This design comes from an exercise in tuning for small area, a short achievable clock period and few clock cycles per item on the open sky130 flow, not from production work. Function was not checked in any run shown here: the RTL went through the layout flow alone.

==> flow/design.v, too long to show whole: its modules and the start of the top module <==
// module nnmm_ram: 17 lines
// module nnmm_mul_cs: 347 lines
// module nnmm_sqr_cs: 253 lines
// module nnmm_front: 167 lines
// module nnmm_back: 183 lines
// module nearest_neighbor_multi_metric: 59 lines
module nearest_neighbor_multi_metric #(
	parameter int VECTOR_LEN = 64,
	parameter int MAX_ROWS = 1024
) (
	input  logic clk,
	input  logic arst_n,
	input  logic psel,
	input  logic penable,
	input  logic pwrite,
	input  logic [1:0] paddr,
	input  logic [31:0] pwdata,
	output logic [31:0] prdata,
	output logic pready,
	input  logic in_valid,
	output logic in_ready,
	input  logic signed [15:0] feature_value,
	input  logic is_query,
	input  logic last_element,
	input  logic last_row,
	output logic out_valid,
	input  logic out_ready,
	output logic signed [40:0] score,
	output logic [9:0] row_index,
	output logic [9:0] best_index,
	output logic is_final
);
  // ...
==> flow/flow/run.sh <==
#!/bin/bash
set -euo pipefail
export SETUP_SLACK_MARGIN=7.45
bash standard.sh > standard_flow.log 2>&1
==> flow/standard.sh <==
#!/bin/bash
# synth_recipe.tcl (not shown) runs the flow's synth.tcl, then flattens the netlist and writes it again
# the make line also repeats each setting of config.mk as NAME=value (left out here)
make -C /OpenROAD-flow-scripts/flow DESIGN_CONFIG=/design/flow/config.mk WORK_HOME=/design/flow/orfs CLKGATE_MAP_FILE= SYNTH_SCRIPT=/design/flow/synth_recipe.tcl "${@:-finish}"
==> flow/config.mk <==
export PLATFORM = sky130hd
export DESIGN_NAME = nearest_neighbor_multi_metric
export DESIGN_NICKNAME = nearest_neighbor_multi_metric
export VERILOG_FILES = /design/flow/design.v
export SDC_FILE = /design/flow/constraint.sdc
export NUM_CORES = 4
export LEC_CHECK = 0
export CAP_MARGIN = 35
export CORE_MARGIN = 2
export CORE_UTILIZATION = 50
export SLEW_MARGIN = 35
==> flow/constraint.sdc <==
create_clock -name core_clock -period 11.0 [get_ports {clk}]
set_input_delay 2.2000 -clock core_clock [delete_from_list [all_inputs] [get_ports {clk}]]
set_output_delay 2.2000 -clock core_clock [all_outputs]
set_load 0.01 [all_outputs]
==> flow_results.org, run 1 <==
** Route
- Post-DRT Antenna Nets :: 0
- For this run, design rule violations remaining after detail routing come to 0.
- After detailed routing, the met2 layer carries 73,790 um of wire.
- Met1 WL :: 76,740 um
- Avg WL per Cell :: 19.72 um
- Vias per std cell :: 5.329

** Yosys
- Fraction of synthesis flops using an asynchronous set or reset pin :: 0.09185
- sky130_fd_sc_hd__dfxtp_1 takes more of the synthesized area than any other cell.
- The average instance in the mapped netlist occupies 11.24 um2.

** STA
- Fin Clk Skew :: 0.05077 ns
- RSZ-0062 raised after global routing :: yes
- For the finished layout, the period the worst path requires is 3.754 ns.
- Setup total negative slack on the finished layout was measured at 0 ns.

** Run status
- Status :: timing/DRC/antenna clean

** Cells and area
- Number of clock buffers in the layout :: 230
- After filler insertion, the fill cell instance count of the layout stands at 11,240.
- Multi-input combinational area share :: 0.3682
- Post-route cell area :: 81,380 um2
- Layout inverter count without the clock tree :: 341
- The multi-input combinational cells in the finished layout cover a total of 29,970 um2.

** Placed design
- The number of placed instances, taps included, is 7,739.
- In this run the cell area measured after placement is 71,100 um2.
- After legalization and detailed placement, the total HPWL measured 107,600 um.
- Worst-case setup slack after placement :: 5.875 ns
- Input/output buffers :: 95

** Worst hold path
- Startpoint of the lowest-slack hold path :: u_front.u_ring.ring[626]
- Min-Delay Path Class :: flip-flop to flip-flop
- Cell depth of the worst min-delay path :: 0

** Clock network
- Buffers inserted during clock tree synthesis total 171.
- The H-tree was split into 4 levels.
- The later pin in the worst-skew pair is clocked with a latency of 0.81 ns.

** Floorplanning
- Core Area :: 137,000 um2

** Global route
- GRT overflow :: 0
- Met3 Resource Use GR :: 0.03283
- The first global-routing pass estimated 254,700 um of wire.

** Worst setup path
- Crit path capture type :: flip-flop
- CP Launch Point :: u_front.nrm_q[6]
- The number of cells on the worst reg-to-reg path is 15.
- Critical path's top delay family :: compound AO/OA/AOI/OAI gates
- The critical path runs through a total of 15 cells.
==> run 2, diff against run 1 <==
==> flow/flow/run.sh (replaced) <==
#!/bin/bash
set -euo pipefail
export SETUP_SLACK_MARGIN=7.3
bash standard.sh > standard_flow.log 2>&1
==> run 2 against run 1 <==
Clock skew rose by 0.0084 ns. Die area stayed put. Sequential share of layout area up 1.3 points. Cell count is 1.1% lower. Utilization is 1.6 points lower. Final area fell by 2.8%. Count of clock-buffer cells in the layout up 12. Hold slack hardly changed. Register-to-register slack better by 0.05 ns. Synthesized area did not move.
==> flow_results.org, run 2 <==
** Cells and area
- The register with the most flip-flops was u_front.u_ring.ring (unchanged).
- Filler cell count in the final layout :: 11,490 (was 11,240)
- The final net count came to 6,810 (was 6,905).
- Most common cell after layout, fill and taps aside :: sky130_fd_sc_hd__dfxtp_1 (unchanged)
- Largest regs :: u_front.u_ring.ring (1024), u_back.p (74), u_back.rr (41) (unchanged)
- The area growth from synthesis to final layout is 15.06% (was 18.34%).
- The number of flip-flops in the largest register was 1,024 (unchanged).
- The fraction of layout instances using a drive strength above 1 came to 0.1336 (was 0.1671).
- Highest-count cells in the layout ignoring fill and taps :: sky130_fd_sc_hd__dfxtp_1, sky130_fd_sc_hd__nand2_1, sky130_fd_sc_hd__inv_1 (unchanged)
- The number of antenna diodes was 0 (was 1).

** Clock network
- Clock Root Buffer :: sky130_fd_sc_hd__clkbuf_16 (unchanged)
- Clock buffer count from CTS :: 171 (unchanged)
- Clock tree from TritonCTS :: done (unchanged)
- The clock latency on the worst-skew pair was 0.81 ns (about the same).
- The number of clock sinks seen by CTS was 1,742 (unchanged).
- Max H-tree Level :: 4 (unchanged)
- Clock slew at the register clock pins of the worst setup and hold paths :: 0.06 ns (about the same)
- The count of hold buffers inserted by post-cts repair was 0 (unchanged).
- The buffer levels on the longest clock path was 3 (unchanged).

** Worst hold path
- Cell depth of the worst min-delay path :: 0 (unchanged)
- Min-Delay Path Class :: flip-flop to flip-flop (unchanged)
- Hold worst-path end :: u_front.u_ring.ring[124] (was u_front.u_ring.ring[610])
- The startpoint of the worst hold path is u_front.u_ring.ring[140] (was u_front.u_ring.ring[626]).

** Run
- The max-capacitance violation count came to 0 (unchanged).

** Route
- DRC errors left :: 0 (unchanged)
- Vias per std cell :: 5.337 (was 5.329)
- The number of vias in the routed layout is 43,650 (was 44,070).
- Routed wire length :: 161,500 um (was 163,000 um)
- The number of antenna-violating nets in the routed design is 0 (unchanged).
- DRT Pass-1 Iters :: 6 (unchanged)
- The average detailed-routed wire length per instance is 19.74 um (was 19.72 um).
- Number of DRC violations after detailed-routing iteration 0 :: 2,972 (was 3,045)

** Yosys
- The adder-cell share of the synthesized area was 0.1186 (unchanged).
- Number of distinct library cells after synthesis :: 90 (unchanged)
- Most instantiated cells after synthesis: sky130_fd_sc_hd__dfxtp_1, sky130_fd_sc_hd__nand2_1, sky130_fd_sc_hd__inv_1 (unchanged).
- The number of warnings printed during yosys synthesis came to 4 (unchanged).
- Mux contribution to synthesized area :: 0.02149 (unchanged)
- The prevailing post-synth register cell is sky130_fd_sc_hd__dfxtp_1 (unchanged).
- The gate count of the mapped netlist was 6,117 (unchanged).
- Top post-synthesis cells by area :: sky130_fd_sc_hd__dfxtp_1, sky130_fd_sc_hd__edfxtp_1, sky130_fd_sc_hd__fa_1 (unchanged)
- The share of async-settable or async-resettable flops after synthesis is 0.09185 (unchanged).
- Avg Synthesized Cell Area :: 11.24 um2 (unchanged)
- The part of the Yosys area used for sequential elements is 0.5556 (unchanged).
- The netlist area before placement was 68,770 um2 (unchanged).
- Number of synthesized flops with an enable pin :: 253 (unchanged)
- Number of flip-flops and latches in the synthesized netlist :: 1,742 (unchanged)
- The basic-gate share of the synthesized area counting and, or, nand and nor cells is 0.09812 (unchanged).
- The share of the synthesized area in compound gates (AO/OA/AOI/OAI) was 0.1102 (unchanged).
- The area share of the largest cell type after synthesis was 0.3869 (unchanged).
- Cell taking the most area after synthesis :: sky130_fd_sc_hd__dfxtp_1 (unchanged)
- The combinational family with the most area after synthesis was adder cells (unchanged).
- Post-synthesis xor/xnor area fraction :: 0.05642 (unchanged)
- The most used standard cell by instance count after synthesis is sky130_fd_sc_hd__dfxtp_1 (unchanged).

** Worst setup path
- The endpoint of the worst register-to-register path was u_back.mlo[34] (was u_back.mlo[36]).
- Setup crit start kind :: flip-flop (unchanged)
- The critical path capture point type is a flip-flop (unchanged).
- The worst reg2reg path depth came to 13 (was 15).
- The slowest cell on the critical path is sky130_fd_sc_hd__o41a_1 (was sky130_fd_sc_hd__fa_1).
- The data arrival at the endpoint of the critical path came to 4.24 ns (was 4.31 ns).
- CP Cell Sequence :: fa_2 -> ha_4 -> a31oi_4 -> o21ba_2 -> o21ai_1 -> o41a_1 -> and3_4 -> or3_1 -> nand2_2 -> o31a_1 -> nor2_2 -> xor2_1 -> mux2_2 (was fa_1 -> ha_4 -> and2_4 -> o21ai_4 -> o21ai_4 -> o41a_1 -> buf_6 -> and3_4 -> or3_4 -> nand2_4 -> o31a_1 -> buf_4 -> nor2_4 -> xor2_2 -> mux2_4)
- The required time reported for the critical path endpoint was 11.53 ns (was 11.56 ns).
- The launch instance of the worst register-to-register path is u_front.nrm_q[2] (was u_front.nrm_q[6]).
- R2R Setup Slk :: 7.29 ns (was 7.25 ns)
- The largest fanout on the critical path was 4 (was 3).
- The peak per-stage delay on the critical path came to 0.44 ns (was 0.57 ns).
- Worst setup path category :: flip-flop to flip-flop (unchanged)

** Placed design
- The detailed placement HPWL was 107,200 um (was 107,600 um).
- The weighted congestion reported at the end of routability-driven placement was 0.8844 (was 0.8922).
- Input/output buffers :: 95 (unchanged)

** STA
- The max-slew violation count was 0 (unchanged).
- Final setup TNS :: 0 ns (unchanged)
- Min Clock Period, post-route :: 3.705 ns (was 3.754 ns)
- F_max :: 269.9 MHz (was 266.4 MHz)
- The final-report hold violation count came to 0 (unchanged).
- The clock skew is 0.05919 ns (was 0.05077 ns).
- Number of endpoints failing setup at the final stage :: 0 (unchanged)
- Final Cycle Share :: 0.3369 (was 0.3412)
- The actual transition at the worst max-transition pin is 0.9229 ns (was 0.9341 ns).
- RSZ-0062 raised after global routing :: yes (unchanged)
- Max-slew headroom :: 0.3848 (was 0.3750)

** Global route
- Global-route wire length before repair :: 254,000 um (was 254,700 um)
- Initial antenna violation count :: 0 (was 2)
- The number of global-route vias before repair is 43,650 (was 43,960).
- The total global routing track utilization was 0.2301 (was 0.2296).
- The global-route congestion overflow total was 0 (unchanged).
- The pin count of the biggest net entering global routing is 90 (was 101).

** Run status
- Status :: timing/DRC/antenna clean (unchanged)

** Floorplanning
- The x dimension of the die is 374.9 um (unchanged).
- Starting utilization of the core area :: 0.5020 (unchanged)
- The floorplan die area is 140,500 um2 (unchanged).
- Vertical die dimension :: 374.9 um (unchanged)
- The area of the core was 137,000 um2 (unchanged).
- Number of primary I/O pins :: 157 (unchanged)
- Site Rows :: 136 (unchanged)
run 2: worst max-delay path: cells and delay by family, from the launching register on:
kind	cells	cell delay (ns)
AO/OA/AOI/OAI	5	1.19
multiplexers	1	0.28
adder cells (fa/ha/maj)	2	0.65
AND/OR/NAND/NOR	4	0.77
XOR/XNOR	1	0.18
flip-flops	1	0.41
run 2: repair_timing:
| item | CTS | global route |
|---|---|---|
| pin swaps | 16 | 38 |
| resized for setup | 399 | 142 |
| setup endpoints to repair | 359 | 169 |
| setup buffers | 86 | 25 |
| gates cloned | 3 | 1 |
| endpoints found under the hold margin | 0 | 0 |
run 2: cell type report:
class | instances | area, um2 | area share
sequential | 1742 | 38340 | 0.4846
inverter | 341 | 1296 | 0.01638
clock inverter | 80 | 1205 | 0.01523
multi-input combinational | 3721 | 28910 | 0.3653
tap | 1794 | 2245 | 0.02837
timing repair buffer | 259 | 2167 | 0.02739
clock buffer | 242 | 4964 | 0.06273
run 2: logic make-up after synthesis:
kind of cell / Yosys count
AOI/OAI and AO/OA: 1147
xor gates and xnor gates: 443
adders and majority gates: 514
buffers and inverters: 683
DFF: 1742
muxes: 140
other: 2
and+or+nand+nor: 1446
run 2: worst max path at each step:
stage                           end  cells after the start  slack (ns)             start
global placement    u_back.best[27]                      9        5.77    u_back.sdd[28]
finish               u_back.mlo[34]                     13        7.29  u_front.nrm_q[2]
global route         u_front.u2[14]                     13        7.17     u_front.f1[0]
floorplan             u_back.rr[38]                     16        7.21     u_back.rr[41]
detailed placement    u_back.rr[41]                     14        6.34     u_back.rr[41]
CTS                  u_back.mlo[33]                     13        7.19    u_front.ss3[8]
run 2: per-layer routing:
layer | GRT usage | up-vias | wire length [um]
met1 | 0.3255 | 21330 | 76340
met4 | 0.08681 | 0 | 5613
li1 | - | 20950 | -
met3 | 0.03637 | 277 | 7539
met5 | 0 | - | 0
met2 | 0.3566 | 1096 | 71980
run 2: stage by stage:
step / setup slack (ns) / hold slack [ns] / utilization / area (um2) / cells
after detailed placement: 6.343 / 0.3121 / 0.5192 / 71130 / 7742
after CTS: 7.194 / 0.2914 / 0.5717 / 78320 / 8153
after floorplan: 7.210 / 0.3096 / - / 68890 / 6146
after global routing: 7.174 / 0.2928 / 0.5776 / 79130 / 8179
final: 7.295 / 0.2950 / 0.5776 / 79130 / 8179
after global placement: 5.769 / 0.3100 / 0.5187 / 71050 / 7740
==> module nnmm_back, before the edit <==
module nnmm_back #(
	parameter int MAX_ROWS = 1024
) (
	input  logic clk,
	input  logic arst_n,
	input  logic j_we,
	input  logic signed [nnmm_pkg::AccW-1:0] j_acc,
	input  logic [nnmm_pkg::NormW-1:0] j_norm,
	input  logic j_cos,
	input  logic j_last,
	input  logic j_first,
	input  logic [nnmm_pkg::NormW-1:0] qnorm,
	output logic m_free,
	output logic out_valid,
	input  logic out_ready,
	output logic signed [40:0] score,
	output logic [nnmm_pkg::IdxW-1:0] row_index,
	output logic [nnmm_pkg::IdxW-1:0] best_index,
	output logic is_final
);
	localparam int AW = nnmm_pkg::AccW;
	localparam int NW = nnmm_pkg::NormW;
	localparam int IW = nnmm_pkg::IdxW;
	localparam int PW = 2 * NW;
	localparam int RW = NW + 5;
	logic mv, mcos, mlast, mfirst, mbusy;
	logic signed [AW-1:0] md;
	logic [NW-1:0] mhi, mlo;
	logic [5:0] mcnt;
	logic m_done, m_to_sd;
	logic [NW:0] msum;
	assign m_done = mv && !mbusy;
	assign m_free = !mv;
	assign msum = {1'b0, mhi} + (mlo[0] ? {1'b0, qnorm} : '0);
	always_ff @(posedge clk) begin
		if (j_we) begin
			md <= j_acc;
			mlo <= j_norm;
			mhi <= '0;
			mcnt <= '0;
			mbusy <= j_cos;
			mcos <= j_cos;
			mlast <= j_last;
			mfirst <= j_first;
		end else if (mbusy) begin
			{mhi, mlo} <= {msum, mlo[NW-1:1]};
			mcnt <= mcnt + 6'd1;
			if (mcnt == 6'(NW - 1)) begin
				mbusy <= 1'b0;
			end
		end
	end
	logic sdv, sdcos, sdlast, sdfirst, sdneg;
	logic ph_sq, ph_dl, ph_dv, ph_fin;
	logic signed [AW-1:0] sdd;
	logic [PW-1:0] p;
	logic [RW-1:0] rr;
	logic [NW-1:0] root;
	logic [5:0] sdcnt;
	logic sd_done, pos;
	logic [RW-1:0] a_sq, x_sq, sum_sq;
	logic [NW+2:0] a_dv, x_dv, sum_dv;
	logic [AW-1:0] dabs;
	logic [16:0] quo;
	assign pos = !rr[RW-1];
	assign a_sq = {rr[RW-3:0], p[PW-1 -: 2]};
	assign x_sq = {{3{pos}}, root ^ {NW{pos}}, 2'b11};
	assign sum_sq = a_sq + x_sq;
	assign a_dv = {rr[NW+1:0], pos};
	assign x_dv = {{2{pos}}, root ^ {NW{pos}}, pos};
	assign sum_dv = a_dv + x_dv;
	assign dabs = sdd[AW-1] ? AW'(-sdd) : AW'(sdd);
	assign quo = sdd[16:0];
	assign m_to_sd = m_done && !sdv;
	assign sd_done = sdv && !(ph_sq || ph_dl || ph_dv || ph_fin);
	always_ff @(posedge clk) begin
		if (m_to_sd) begin
			p <= {mhi, mlo};
			rr <= '0;
			root <= '0;
			sdcnt <= '0;
			ph_sq <= mcos;
			ph_dl <= 1'b0;
			ph_dv <= 1'b0;
			ph_fin <= 1'b0;
			sdcos <= mcos;
			sdfirst <= mfirst;
		end else begin
			if (ph_sq) begin
				p <= p << 2;
				rr <= sum_sq;
				root <= {root[NW-2:0], !sum_sq[RW-1]};
				sdcnt <= sdcnt + 6'd1;
				if (sdcnt == 6'(NW - 1)) begin
					ph_sq <= 1'b0;
					ph_dl <= 1'b1;
				end
			end
			if (ph_dl) begin
				rr <= RW'(dabs);
				sdneg <= sdd[AW-1];
				sdcnt <= '0;
				ph_dl <= 1'b0;
				ph_dv <= 1'b1;
			end
			if (ph_dv) begin
				rr <= {{(RW-NW-3){sum_dv[NW+2]}}, sum_dv};
				sdcnt <= sdcnt + 6'd1;
				if (sdcnt == 6'd16) begin
					ph_dv <= 1'b0;
					ph_fin <= 1'b1;
				end
			end
			if (ph_fin) begin
				ph_fin <= 1'b0;
			end
		end
	end
	always_ff @(posedge clk or negedge arst_n) begin
		if (!arst_n) begin
			sdd <= '0;
			sdlast <= 1'b0;
		end else if (m_to_sd) begin
			sdd <= md;
			sdlast <= mlast;
		end else if (ph_dv) begin
			sdd <= {sdd[AW-2:0], !sum_dv[NW+2]};
		end else if (ph_fin) begin
			sdd <= (root == '0) ? '0 : sdneg ? -(AW'(quo)) : AW'(quo);
		end
	end
	logic ov, c_take;
	logic signed [AW-1:0] best;
	logic [IW-1:0] oidx, obest, idx;
	logic better;
	assign c_take = sd_done && !ov;
	assign idx = sdfirst ? '0 : (32'(oidx) >= MAX_ROWS - 1) ? oidx : oidx + IW'(1);
	assign better = sdfirst || (sdcos ? (sdd > best) : (sdd < best));
	always_ff @(posedge clk or negedge arst_n) begin
		if (!arst_n) begin
			oidx <= '0;
			obest <= '0;
		end else if (c_take) begin
			oidx <= idx;
			if (better) begin
				obest <= idx;
			end
		end
	end
	always_ff @(posedge clk) begin
		if (c_take && better) begin
			best <= sdd;
		end
	end
	always_ff @(posedge clk or negedge arst_n) begin
		if (!arst_n) begin
			mv <= 1'b0;
			sdv <= 1'b0;
			ov <= 1'b0;
		end else begin
			if (j_we) begin
				mv <= 1'b1;
			end else if (m_to_sd) begin
				mv <= 1'b0;
			end
			if (m_to_sd) begin
				sdv <= 1'b1;
			end else if (ov && out_ready) begin
				sdv <= 1'b0;
			end
			if (c_take) begin
				ov <= 1'b1;
			end else if (out_ready) begin
				ov <= 1'b0;
			end
		end
	end
	assign out_valid = ov;
	assign score = 41'(sdd);
	assign row_index = oidx;
	assign best_index = obest;
	assign is_final = sdlast;
endmodule
==> run 3, diff against run 2 <==
--- a/flow/design.v
+++ b/flow/design.v
@@ -822,18 +822,23 @@
 	localparam int PW = 2 * NW;
 	localparam int RW = NW + 5;
-	logic mv, mcos, mlast, mfirst, mbusy;
+	logic mv, mcos, mlast, mfirst, mbusy, bprev;
 	logic signed [AW-1:0] md;
-	logic [NW-1:0] mhi, mlo;
-	logic [5:0] mcnt;
+	logic [NW+2:0] phi;
+	logic [NW:0] plo;
+	logic [4:0] mcnt;
 	logic m_done, m_to_sd;
-	logic [NW:0] msum;
+	logic b_one, b_two, b_neg;
+	logic [NW+1:0] bmul;
+	logic [NW+3:0] msum;
+	assign b_one = plo[0] ^ bprev;
+	assign b_two = (plo[1] && !plo[0] && !bprev) || (!plo[1] && plo[0] && bprev);
+	assign b_neg = plo[1];
+	assign bmul = b_one ? {2'b0, qnorm} : b_two ? {1'b0, qnorm, 1'b0} : '0;
+	assign msum = {phi[NW+2], phi} + ({(NW+4){b_neg}} ^ {2'b0, bmul}) + (NW+4)'(b_neg);
 	assign m_done = mv && !mbusy;
-	assign m_free = !mv;
-	assign msum = {1'b0, mhi} + (mlo[0] ? {1'b0, qnorm} : '0);
+	assign m_free = !mv && !ph_sq;
 	always_ff @(posedge clk) begin
 		if (j_we) begin
 			md <= j_acc;
-			mlo <= j_norm;
-			mhi <= '0;
 			mcnt <= '0;
 			mbusy <= j_cos;
@@ -842,7 +847,6 @@
 			mfirst <= j_first;
 		end else if (mbusy) begin
-			{mhi, mlo} <= {msum, mlo[NW-1:1]};
-			mcnt <= mcnt + 6'd1;
-			if (mcnt == 6'(NW - 1)) begin
+			mcnt <= mcnt + 5'd1;
+			if (mcnt == 5'd18) begin
 				mbusy <= 1'b0;
 			end
@@ -852,15 +856,28 @@
 	logic ph_sq, ph_dl, ph_dv, ph_fin;
 	logic signed [AW-1:0] sdd;
-	logic [PW-1:0] p;
 	logic [RW-1:0] rr;
 	logic [NW-1:0] root;
 	logic [5:0] sdcnt;
-	logic sd_done, pos;
+	logic sd_done, c_take, pos;
 	logic [RW-1:0] a_sq, x_sq, sum_sq;
 	logic [NW+2:0] a_dv, x_dv, sum_dv;
 	logic [AW-1:0] dabs;
 	logic [16:0] quo;
+	always_ff @(posedge clk) begin
+		if (j_we) begin
+			phi <= '0;
+			plo <= {1'b0, j_norm};
+			bprev <= 1'b0;
+		end else if (mbusy) begin
+			phi <= {msum[NW+3], msum[NW+3:2]};
+			plo <= {msum[1:0], plo[NW:2]};
+			bprev <= plo[1];
+		end else if (ph_sq) begin
+			phi <= {phi[NW:0], plo[NW:NW-1]};
+			plo <= {plo[NW-2:0], 2'b00};
+		end
+	end
 	assign pos = !rr[RW-1];
-	assign a_sq = {rr[RW-3:0], p[PW-1 -: 2]};
+	assign a_sq = {rr[RW-3:0], phi[NW-2 -: 2]};
 	assign x_sq = {{3{pos}}, root ^ {NW{pos}}, 2'b11};
 	assign sum_sq = a_sq + x_sq;
@@ -874,5 +891,5 @@
 	always_ff @(posedge clk) begin
 		if (m_to_sd) begin
-			p <= {mhi, mlo};
+			sdd <= md;
 			rr <= '0;
 			root <= '0;
@@ -883,8 +900,8 @@
 			ph_fin <= 1'b0;
 			sdcos <= mcos;
+			sdlast <= mlast;
 			sdfirst <= mfirst;
 		end else begin
 			if (ph_sq) begin
-				p <= p << 2;
 				rr <= sum_sq;
 				root <= {root[NW-2:0], !sum_sq[RW-1]};
@@ -904,4 +921,5 @@
 			if (ph_dv) begin
 				rr <= {{(RW-NW-3){sum_dv[NW+2]}}, sum_dv};
+				sdd <= {sdd[AW-2:0], !sum_dv[NW+2]};
 				sdcnt <= sdcnt + 6'd1;
 				if (sdcnt == 6'd16) begin
@@ -911,44 +929,27 @@
 			end
 			if (ph_fin) begin
+				sdd <= (root == '0) ? '0 : sdneg ? -(AW'(quo)) : AW'(quo);
 				ph_fin <= 1'b0;
 			end
 		end
 	end
-	always_ff @(posedge clk or negedge arst_n) begin
-		if (!arst_n) begin
-			sdd <= '0;
-			sdlast <= 1'b0;
-		end else if (m_to_sd) begin
-			sdd <= md;
-			sdlast <= mlast;
-		end else if (ph_dv) begin
-			sdd <= {sdd[AW-2:0], !sum_dv[NW+2]};
-		end else if (ph_fin) begin
-			sdd <= (root == '0) ? '0 : sdneg ? -(AW'(quo)) : AW'(quo);
-		end
-	end
-	logic ov, c_take;
-	logic signed [AW-1:0] best;
+	logic ov, ofin;
+	logic signed [AW-1:0] osc, best;
 	logic [IW-1:0] oidx, obest, idx;
 	logic better;
-	assign c_take = sd_done && !ov;
+	assign c_take = sd_done && (!ov || out_ready);
 	assign idx = sdfirst ? '0 : (32'(oidx) >= MAX_ROWS - 1) ? oidx : oidx + IW'(1);
 	assign better = sdfirst || (sdcos ? (sdd > best) : (sdd < best));
-	always_ff @(posedge clk or negedge arst_n) begin
-		if (!arst_n) begin
-			oidx <= '0;
-			obest <= '0;
-		end else if (c_take) begin
+	always_ff @(posedge clk) begin
+		if (c_take) begin
+			osc <= sdd;
 			oidx <= idx;
+			ofin <= sdlast;
 			if (better) begin
+				best <= sdd;
 				obest <= idx;
 			end
 		end
 	end
-	always_ff @(posedge clk) begin
-		if (c_take && better) begin
-			best <= sdd;
-		end
-	end
 	always_ff @(posedge clk or negedge arst_n) begin
 		if (!arst_n) begin
@@ -964,5 +965,5 @@
 			if (m_to_sd) begin
 				sdv <= 1'b1;
-			end else if (ov && out_ready) begin
+			end else if (c_take) begin
 				sdv <= 1'b0;
 			end
@@ -975,8 +976,8 @@
 	end
 	assign out_valid = ov;
-	assign score = 41'(sdd);
+	assign score = 41'(osc);
 	assign row_index = oidx;
 	assign best_index = obest;
-	assign is_final = sdlast;
+	assign is_final = ofin;
 endmodule
 `timescale 1ns / 1ps
--- a/flow/config.mk
+++ b/flow/config.mk
@@ -8,4 +8,4 @@
 export CAP_MARGIN = 35
 export CORE_MARGIN = 2
-export CORE_UTILIZATION = 50
+export CORE_UTILIZATION = 40
 export SLEW_MARGIN = 35
==> run 3 against run 2 <==
Still clean on timing, DRC and antenna. Via count rose by 2.5%. Sequential cell count down 30. Utilization decreased by 11 points. First-iteration DRC count rose by 3.6%.
==> flow_results.org, run 3 <==
** Worst setup path
- Counting stages on the worst path, the most repeated cell is sky130_fd_sc_hd__a21o_1.
- The largest fanout on the critical path was 38 (was 4).
- The count of buffer and inverter cells on the critical path was 6 (was 0).
- CP Cell Sequence :: buf_6 -> buf_4 -> bufbuf_16 -> maj3_1 -> o22ai_2 -> a21oi_2 -> ha_2 -> a21o_1 -> a21o_1 -> a21o_1 -> a21o_1 -> a21o_1 -> a21o_1 -> a32oi_1 -> buf_4 -> buf_4 -> buf_4 -> nand4_1 -> nand3_1 (was fa_2 -> ha_4 -> a31oi_4 -> o21ba_2 -> o21ai_1 -> o41a_1 -> and3_4 -> or3_1 -> nand2_2 -> o31a_1 -> nor2_2 -> xor2_1 -> mux2_2)
- The slowest cell on the critical path is sky130_fd_sc_hd__edfxtp_1 (was sky130_fd_sc_hd__o41a_1).
- The cell class contributing the biggest share of worst-path delay was compound AO/OA/AOI/OAI gates (unchanged).
- The type of the worst setup path is flip-flop to flip-flop (unchanged).
- Setup crit start kind :: flip-flop (unchanged)
- The data arrival at the endpoint of the critical path came to 4.70 ns (was 4.24 ns).
- Crit path capture type :: flip-flop (unchanged)
- The peak per-stage delay on the critical path is 0.46 ns (was 0.44 ns).
- Endpoint required time on the critical path :: 11.71 ns (was 11.53 ns)

** Floorplanning
- The effective utilization at floorplan was 0.4022 (was 0.5020).
- The number of top-level pins is 157 (unchanged).
- Site Rows :: 153 (was 136)
- Core Area :: 173,600 um2 (was 137,000 um2)
- The x dimension of the die was 421.8 um (was 374.9 um).
- Vertical die dimension :: 421.8 um (was 374.9 um)
- The floorplan die area is 177,900 um2 (was 140,500 um2).

** Worst hold path
- Min-Delay Path Class :: flip-flop to flip-flop (unchanged)

** Cells and area
- Filler cell count in the final layout :: 15,860 (was 11,490)
- The register with the most flip-flops was u_front.u_ring.ring (unchanged).
- # nets final :: 6,879 (was 6,810)
- The final design instance area without fill is 80,700 um2 (was 79,130 um2).
- Non-Filler Instances :: 8,768 (was 8,179)
- The most frequent standard cell in the layout excluding fill and tap cells is sky130_fd_sc_hd__dfxtp_1 (unchanged).
- Fraction of final layout cells sized beyond drive strength 1 :: 0.1223 (was 0.1336)
- The number of flip-flops in the largest register is 1,024 (unchanged).
- Largest regs: u_front.u_ring.ring (1024), u_back.rr (41), u_back.phi (40) (was u_front.u_ring.ring (1024), u_back.p (74), u_back.rr (41)).
- Area growth from synthesis to final layout :: 15.57% (was 15.06%)
- Highest-count cells in the layout ignoring fill and taps: sky130_fd_sc_hd__dfxtp_1, sky130_fd_sc_hd__nand2_1, sky130_fd_sc_hd__inv_1, sky130_fd_sc_hd__a21oi_1, sky130_fd_sc_hd__edfxtp_1 (was sky130_fd_sc_hd__dfxtp_1, sky130_fd_sc_hd__nand2_1, sky130_fd_sc_hd__inv_1).

** Run
- # Max-Cap Violations :: 0 (unchanged)

** STA
- Number of hold violations in the final report :: 0 (unchanged)
- Final count of pins violating max slew :: 0 (unchanged)
- The minimum period implied by the final worst setup slack came to 3.984 ns (was 3.705 ns).
- F_max :: 251.0 MHz (was 269.9 MHz)
- The worst slew slack as a fraction of its limit came to 0.3865 (was 0.3848).
- The post-route worst setup slack came to 7.016 ns (was 7.295 ns).
- Slew at the pin with the worst max-slew slack :: 0.9107 ns (was 0.9229 ns)
- RSZ-0062 raised after global routing :: yes (unchanged)
- The clock skew was 0.06111 ns (was 0.05919 ns).
- The part of the cycle the worst path needs is 0.3622 (was 0.3369).
- The setup total negative slack was 0 ns (unchanged).
- The total setup violations reported at the end of the flow was 0 (unchanged).

** Placed design
- Total placed instance area :: 72,690 um2 (was 71,130 um2)
- The number of placed cells counting well taps came to 8,346 (was 7,742).
- The total of buffers placed on input and output ports came to 95 (unchanged).
- The pre-CTS setup slack was 6.008 ns (was 6.343 ns).
- The weighted congestion reported at the end of routability-driven placement was 0.8958 (was 0.8844).
- The detailed placement HPWL is 109,600 um (was 107,200 um).

** Yosys
- The share of async-settable or async-resettable flops after synthesis is 0.05841 (was 0.09185).
- Count of warnings emitted by yosys :: 4 (unchanged)
- Yosys top cell area share :: 0.3821 (was 0.3869)
- Instance count of the mapped netlist :: 6,218 (was 6,117)
- Total standard cell area after synthesis :: 69,830 um2 (was 68,770 um2)
- Top post-synthesis cells by area: sky130_fd_sc_hd__dfxtp_1, sky130_fd_sc_hd__edfxtp_1, sky130_fd_sc_hd__fa_1 (unchanged).
- Sequential share of the synthesized area :: 0.5380 (was 0.5556)
- Most used flip-flop cell after synthesis :: sky130_fd_sc_hd__dfxtp_1 (unchanged)
- Avg Synthesized Cell Area :: 11.23 um2 (was 11.24 um2)
- Count leader, synth :: sky130_fd_sc_hd__dfxtp_1 (unchanged)
- Cell taking the most area after synthesis :: sky130_fd_sc_hd__dfxtp_1 (unchanged)
- The number of enable-type register cells in the synthesized netlist was 279 (was 253).
- Number of distinct library cells after synthesis :: 105 (was 90)
- Number of flip-flops and latches in the synthesized netlist :: 1,712 (was 1,742)
- Most instantiated cells after synthesis: sky130_fd_sc_hd__dfxtp_1, sky130_fd_sc_hd__a21oi_1, sky130_fd_sc_hd__nand2_1 (was sky130_fd_sc_hd__dfxtp_1, sky130_fd_sc_hd__nand2_1, sky130_fd_sc_hd__inv_1).

** Route
- The number of antenna-violating nets in the routed design is 0 (unchanged).
- The post-detailed-route DRC marker count is 0 (unchanged).
- The number of vias in the routed layout was 44,730 (was 43,650).
- The count of routing violations after the opening detailed-route iteration came to 3,078 (was 2,972).
- DRT Pass-1 Iters :: 6 (unchanged)
- The total routed wirelength came to 162,000 um (was 161,500 um).
- The average detailed-routed wire length per instance was 18.48 um (was 19.74 um).
- The ratio of routed vias to standard cells is 5.101 (was 5.337).

** Clock network
- CTS Hold Bufs :: 0 (unchanged)
- The clock latency on the worst-skew pair came to 0.80 ns (was 0.81 ns).
- Clock tree from TritonCTS :: done (unchanged)
- Clock buffer count from CTS :: 164 (was 171)
- Bufs on Longest Clock Path :: 3 (unchanged)
- Clock slew at the register clock pins of the worst setup and hold paths :: 0.06 ns (about the same)
- Clock tree sinks :: 1,712 (was 1,742)
- Max H-tree Level :: 4 (unchanged)
- The clock root buffer master is sky130_fd_sc_hd__clkbuf_16 (unchanged).

** Global route
- Largest net degree at the start of global routing :: 119 (was 90)
- The total global routing track utilization was 0.1783 (was 0.2301).
- Vias in the first global route :: 44,700 (was 43,650)
- Initial antenna violation count :: 3 (was 0)
- GRT overflow :: 0 (unchanged)
- Global-route wire length before repair :: 254,600 um (was 254,000 um)

** Run status
- Status :: timing/DRC/antenna clean (unchanged)
==> run 3: cell types whose count changed after synthesis, moves of 37 or more <==
cell / change
sky130_fd_sc_hd__a211oi_1: +51
sky130_fd_sc_hd__a21oi_1: +121
sky130_fd_sc_hd__and2_1: -38
sky130_fd_sc_hd__dfrtp_1: -60
sky130_fd_sc_hd__nand2_1: -218
sky130_fd_sc_hd__nor2_1: -49
sky130_fd_sc_hd__nor2b_1: +74
sky130_fd_sc_hd__nor3b_1: +37
==> run 3: kinds of logic (layout without fill, tap and decap cells) <==
family,after synthesis,in the layout,synth area share
other,2,32,0.0001075
XOR/XNOR,448,448,0.05619
AND/OR/NAND/NOR,1240,1240,0.08876
buffers and inverters,724,915,0.04148
AO/OA/AOI/OAI,1386,1390,0.1296
flip-flops,1712,1712,0.5380
multiplexers,153,153,0.02318
adder cells (fa/ha/maj),553,553,0.1227
==> run 3: area by class of cell <==
| cell class | instances | area, um2 | area share |
|---|---|---|---|
| antenna | 1 | 2.502 | 0.00003101 |
| clock buffer | 225 | 4641 | 0.05750 |
| clock inverter | 81 | 1047 | 0.01298 |
| inverter | 356 | 1366 | 0.01693 |
| multi-input combinational | 3815 | 30660 | 0.3799 |
| sequential | 1712 | 37660 | 0.4667 |
| tap | 2325 | 2909 | 0.03605 |
| timing repair buffer | 253 | 2415 | 0.02992 |
==> run 3: layer usage <==
| metal | wire, um | share of wire | up-vias | GRT usage |
|---|---|---|---|---|
| met1 | 74990 | 0.46 | 21790 | 0.2447 |
| li1 | - | - | 21630 | - |
| met3 | 7741 | 0.048 | 274 | 0.02959 |
| met5 | 13 | 0.000080 | - | 0 |
| met4 | 5053 | 0.031 | 2 | 0.06428 |
| met2 | 74190 | 0.46 | 1036 | 0.2833 |
==> run 3: timing repair <==
action                                  CTS  global route
endpoints found under the setup margin  219           223
pin swaps                                47            71
gates resized for setup                 289           161
gates cloned                             10             2
setup buffers                            61            41
==> run 3: worst reg2reg max path, stage by stage (launching register included) <==
cell	delay (ns)
sky130_fd_sc_hd__edfxtp_1	0.46
sky130_fd_sc_hd__buf_6	0.18
sky130_fd_sc_hd__buf_4	0.15
sky130_fd_sc_hd__bufbuf_16	0.32
sky130_fd_sc_hd__maj3_1	0.36
sky130_fd_sc_hd__o22ai_2	0.16
sky130_fd_sc_hd__a21oi_2	0.05
sky130_fd_sc_hd__ha_2	0.35
sky130_fd_sc_hd__a21o_1	0.25
sky130_fd_sc_hd__a21o_1	0.20
sky130_fd_sc_hd__a21o_1	0.20
sky130_fd_sc_hd__a21o_1	0.19
sky130_fd_sc_hd__a21o_1	0.19
sky130_fd_sc_hd__a21o_1	0.18
sky130_fd_sc_hd__a32oi_1	0.20
sky130_fd_sc_hd__buf_4	0.15
sky130_fd_sc_hd__buf_4	0.09
sky130_fd_sc_hd__buf_4	0.09
sky130_fd_sc_hd__nand4_1	0.08
sky130_fd_sc_hd__nand3_1	0.10
==> run 3: per-stage QoR <==
step           utilization  hold WS (ns)
2_1_floorplan            -        0.3096
3_3_place_gp        0.4185        0.3107
3_5_place_dp        0.4186        0.3121
4_1_cts             0.4592        0.2850
5_1_grt             0.4648        0.3009
6_report            0.4648        0.2930
==> run 3: path summary, 6_finish.rpt <==
| path | from | end | slack [ns] | cells past startpoint |
|---|---|---|---|---|
| max | u_back.plo[0] | u_back.phi[35] | 7.02 | 19 |
| min | u_front.u_ring.ring[875] | u_front.u_ring.ring[859] | 0.29 | 0 |
| max reg2reg | u_back.plo[0] | u_back.phi[35] | 7.02 | 19 |
| min reg2reg | u_front.u_ring.ring[875] | u_front.u_ring.ring[859] | 0.29 | 0 |
| max in group asynchronous | arst_n | u_front.nrm_q[8] | 8.46 | 2 |
| min in group asynchronous | arst_n | u_front.acc_q[33] | 1.41 | 1 |

what the ideal ports hide:
The results above use ideal ports. As a check the final layouts listed here were re-extracted and re-timed, cells and wires unchanged.
Step 1, drivers: a clkbuf_16 drives clk and a buf_2 each remaining input, both assumed.
Step 2 times the ports against the registers' clock, not the clock port: input delays grow and output delays shrink by t, the midpoint of the rising clock arrivals with the driver on.
a / b / c = ideal / step 1 / step 2; a / b = the first two.
run | t (ns) | setup slack, ns | hold slack, ns | pins driven straight from the clock port
run 1 | 0.861 | 7.246 / 7.243 / 7.246 | 0.295 / 0.295 / 0.295 | 1
run 2 | 0.867 | 7.295 / 7.219 / 7.016 | 0.295 / 0.295 / 0.295 | 1
run 3 | 0.853 | 7.016 / 7.016 / 6.563 | 0.293 / 0.293 / 0.293 | 1
After both steps every run listed still meets setup and hold. The setup slack of run 3, which loses most, moves by 0.000 ns with the drivers and by -0.453 ns with both steps.
